From an optimization exercise on the open Yosys and OpenROAD flow, aimed at small area; shortcuts taken in it are not production practice. Function was not checked in any run shown here: the RTL went through the layout flow alone.

## flow/design.v (module list and top-level ports; edited modules follow where they fit)
// module dot_product_top: 2550 lines
// module dp_fa: 10 lines
module dot_product_top (
    input  logic        clk,
    input  logic        reset,
    input  logic        up_valid,
    input  logic        up_last,
    input  logic [63:0] up_data,
    input  logic [63:0] up_weight,
    output logic        dn_valid,
    output logic [15:0] dn_data
);
  // ...
==> flow/run.sh <==
#!/bin/bash
# synth_recipe.tcl (not shown) runs the flow's synth.tcl, then flattens the netlist and writes it again
# the make line also repeats each setting of config.mk as NAME=value (left out here)
make -C /OpenROAD-flow-scripts/flow DESIGN_CONFIG=/design/flow/config.mk WORK_HOME=/design/flow/orfs CLKGATE_MAP_FILE= SYNTH_SCRIPT=/design/flow/synth_recipe.tcl finish
==> flow/config.mk <==
export PLATFORM = sky130hd
export DESIGN_NAME = dot_product_top
export DESIGN_NICKNAME = dot_product_top
export VERILOG_FILES = /design/flow/design.v
export SDC_FILE = /design/flow/constraint.sdc
export NUM_CORES = 4
export LEC_CHECK = 0
export ABC_AREA = 1
export CAP_MARGIN = 20
export CORE_MARGIN = 2
export CORE_UTILIZATION = 40
export GPL_TIMING_DRIVEN = 0
export SLEW_MARGIN = 20
export SYNTH_HIERARCHICAL = 1
export SYNTH_MINIMUM_KEEP_SIZE = 0
==> flow/constraint.sdc <==
create_clock -name core_clock -period 6.0 [get_ports {clk}]
set_input_delay 1.2000 -clock core_clock [delete_from_list [all_inputs] [get_ports {clk}]]
set_output_delay 1.2000 -clock core_clock [all_outputs]
set_load 0.01 [all_outputs]
==> results.toml, run 1 <==
[run_status]
status = "complete, but fails checks"
check-failures = "negative setup slack"

[worst_setup_path]
worstRegToRegCells = 18
r2r-end = "total[15]"
slowest_delay_ps = 500
worst-path-max-fanout = 2

[floorplan]
die_y_um = 231.2
core_area_sq_um = 51200
dieArea_sq_um = 53450
io_pins = 149
start_util = 0.4033

[sta]
fin_hold_ws_ps = 437.4
setup-tns-final_ps = -2034
finalWorstSetupSlack_ps = -710.2
setup_violations = 5
final_max_slew_viol_count = 0

[grt]
grt_use_total = 0.3022

[placed_design]
gp_congestion = 0.9678
place_inst = 3087

[clock_tree]
cts_tree = "done"

[finish]
antenna_cells = 1
fin_area_sq_um = 24300
drive_gt1_frac = 0.1537
n_all_buffers = 326
layout_commonest_cell = "xor2_1"
buf_share = 0.1058

[logic_synthesis]
yosysMostFrequentCell = "xor2_1"
synth_top_area_cell = "fa_1"

[route]
ant_nets = 0
==> run 2: changes to the inputs <==
--- a/flow/config.mk
+++ b/flow/config.mk
@@ -9,7 +9,6 @@
 export CAP_MARGIN = 20
 export CORE_MARGIN = 2
 export CORE_UTILIZATION = 40
-export GPL_TIMING_DRIVEN = 0
 export SLEW_MARGIN = 20
 export SYNTH_HIERARCHICAL = 1
 export SYNTH_MINIMUM_KEEP_SIZE = 0
==> results.toml, run 2 <==
[route]
num_vias = 18920
wl_per_cell_um = 24.72
drt_pass1_iterations = 5
drc = 0
routed_wl_mm = 84.85
viasPerCell = 5.512
drt_iter0_drc = 1878
ant_nets = 0

[finish]
layout_commonest_cell = "buf_4"
drive_gt1_frac = 0.3031
fillers = 4666
top_register = "total"
syn_to_final_growth_pct = 32.65
layout.nets = 3342
final_cell_mix = "buf_4, xor2_1, o22ai_1"
largest_register_ffs = 16
post-route-util = 0.5349

[worst_setup_path]
setup.worst_path.start = "total[0]"
endpoint_kind = "register"
crit_type = "register to register"
rr_startpoint = "total[0]"
worst-path-max-fanout = 2
cp_data_arrival_time_ps = 6820
cp-start-kind = "register"
worstPathRequired_ps = 6080

[logic_synthesis]
synthArstFlopShare = 0
synthFlopType = "dfxtp_1"
syn_inst = 2260
ys_seq_area_frac = 0.06497
synth_area_sq_um = 20650
synthTopCellsByArea = "fa_1, xor2_1, o22ai_1"
yosysMostFrequentCell = "xor2_1"
synth.top_cell.area_share = 0.4053
synth_warnings = 7
synth_enable_flop_cells = 16
synth_area_per_cell_sq_um = 9.135
ys_seq_elements = 59
synth_top_area_cell = "fa_1"
synth_cell_types = 44
synthTopCellsByCount = "xor2_1, fa_1, o22ai_1, nand2_1, inv_1"

[run_status]
status = "complete, but fails checks"
check-failures = "negative setup slack"

[clock_tree]
htreeDepth = 3
cts_tree = "done"
path_clk_slew_ps = 50
clk_path_buf_depth = 2
clock_latency_ps = 330
cts_root_buf = "clkbuf_16"
cts_buffers = 9
cts_sinks = 59
cts_hold_buf = 0

[placed_design]
port_buffers = 148
gp_congestion = 1.047
hpwl_mm = 73.24
place_ws_ps = -918.8

[sta]
max_slew_margin = 0.4193
fin_crit_ps = 6741
finalWorstSetupSlack_ps = -741.2
rsz0062_at_grt = "true"
timing.fmax_mhz = 148.3
hold_viol_final = 0
min_period_over_period = 1.124
final_max_slew_viol_count = 0
worst_pin_slew_ps = 869.9
fin_skew_ps = 7.066
setup_violations = 4

[hold_path]
hold_path.class = "register to register"
min-delay-start = "l1"

[floorplan]
core_area_sq_um = 51200
rows = 83
die_w_um = 231.2
io_pins = 149
start_util = 0.4033
die_y_um = 231.2
dieArea_sq_um = 53450

[grt]
grt_use_total = 0.3185
grt_antenna_before_repair = 4
grt_pass1_wl_mm = 125.3
grt_max_degree = 20
grt_pass1_vias = 19670
overflow = 0

[job]
cap_violations = 0
[run 2: layer usage]
layer  up-vias  part of all wire  track usage
li1       8504                 -            -
met1      9592              0.42       0.4283
met2       718              0.48       0.5352
met3       109             0.063      0.04577
met4         0             0.036      0.09032
met5         -                 0            0
[run 2: cell type report]
type	count	area, sq um	share of cell area
antenna	1	2.502	0.00009137
clock buffer	12	246.5	0.009000
clock inverter	4	26.28	0.0009594
inverter	188	726.9	0.02654
multi-input combinational	1846	18930	0.6912
sequential	59	1341	0.04897
tap	680	850.8	0.03107
timing repair buffer	643	5264	0.1922
[run 2: repair_timing]
action | CTS | global route
cloned | 0 | 0
hold endpoints to repair | 0 | 0
pin swaps | 107 | 49
resized for setup | 327 | 96
setup endpoints to repair | 14 | 10
setup buffers | 36 | 8
[run 2: final timing paths]
kind	slack (ps)	endpoint	cells past startpoint
worst max-delay path	-740	total[15]	20
worst min-delay path	430	dn_valid	2
worst max register to register	-740	total[15]	20
worst min register to register	430	dn_valid	2
[run 2: per-module statistics from Yosys (local to each module, per instance)]
module / times used / area, sq um / flip-flops and latches / cells inside
dot_product_top: 1 / 12280 / 59 / 1842
dp_fa: 418 / 20.02 / 0 / 1
[run 2: cell families after synthesis]
group / after synthesis / share of synthesized area
buffers and inverters: 357 / 0.07163
XOR/XNOR: 454 / 0.1926
flip-flops: 59 / 0.06497
other: 1 / 0.0001816
adder cells (fa/ha/maj): 463 / 0.4326
AO/OA/AOI/OAI: 503 / 0.1526
AND/OR/NAND/NOR: 423 / 0.08545
[run 2: worst max-delay path, cell delays in order (launching register included)]
cell and delay, ps:
edfxtp_1 380, inv_1 80, nor2_2 40, fa_2 340, fa_2 370, fa_2 370, fa_2 350, fa_2 350
fa_2 350, fa_2 350, fa_2 350, fa_2 350, fa_2 350, fa_2 360, fa_2 360, fa_2 370
fa_2 350, fa_1 480, ha_4 310, a31oi_2 90, xor2_1 140
[run 2: through the flow]
step	hold WS [ps]	instance area, sq um	std cells	TNS [ps]
2_1_floorplan	410.1	20750	2262	-1109
6_report	432.8	27390	3433	-1615
3_3_place_gp	423.4	25720	3376	-11400
4_1_cts	435.5	27050	3425	-1623
5_1_grt	484.8	27390	3432	-2412
3_5_place_dp	427.8	25720	3376	-10530

[static timing again, ports no longer ideal]
No port has a modelled driver above. Below, the same layouts with a new extraction and two added sets of constraints.
Step 1 sets driving cells, clkbuf_16 on the clock port and buf_2 on the other inputs (assumed; they add their load-dependent delay and slew).
Step 2 times the ports against the registers' clock, not the clock port: input delays grow and output delays shrink by t, the midpoint of the rising clock arrivals with the driver on.
Three values: ideal ports, drivers, drivers and shift; two values: the first two.
| run | shift t [ns] | setup slack, ns | worst hold slack (ns) | worst register clock-pin slew, ns |
|---|---|---|---|---|
| run 1 | 0.353 | -0.710 / -0.710 / -1.030 | 0.437 / 0.437 / 0.437 | 0.05 / 0.05 |
| run 2 | 0.366 | -0.741 / -0.741 / -0.741 | 0.433 / 0.433 / 0.433 | 0.06 / 0.06 |
For run 1, which loses most, drivers alone change the setup slack by 0.000 ns; drivers and shift together by -0.320 ns.
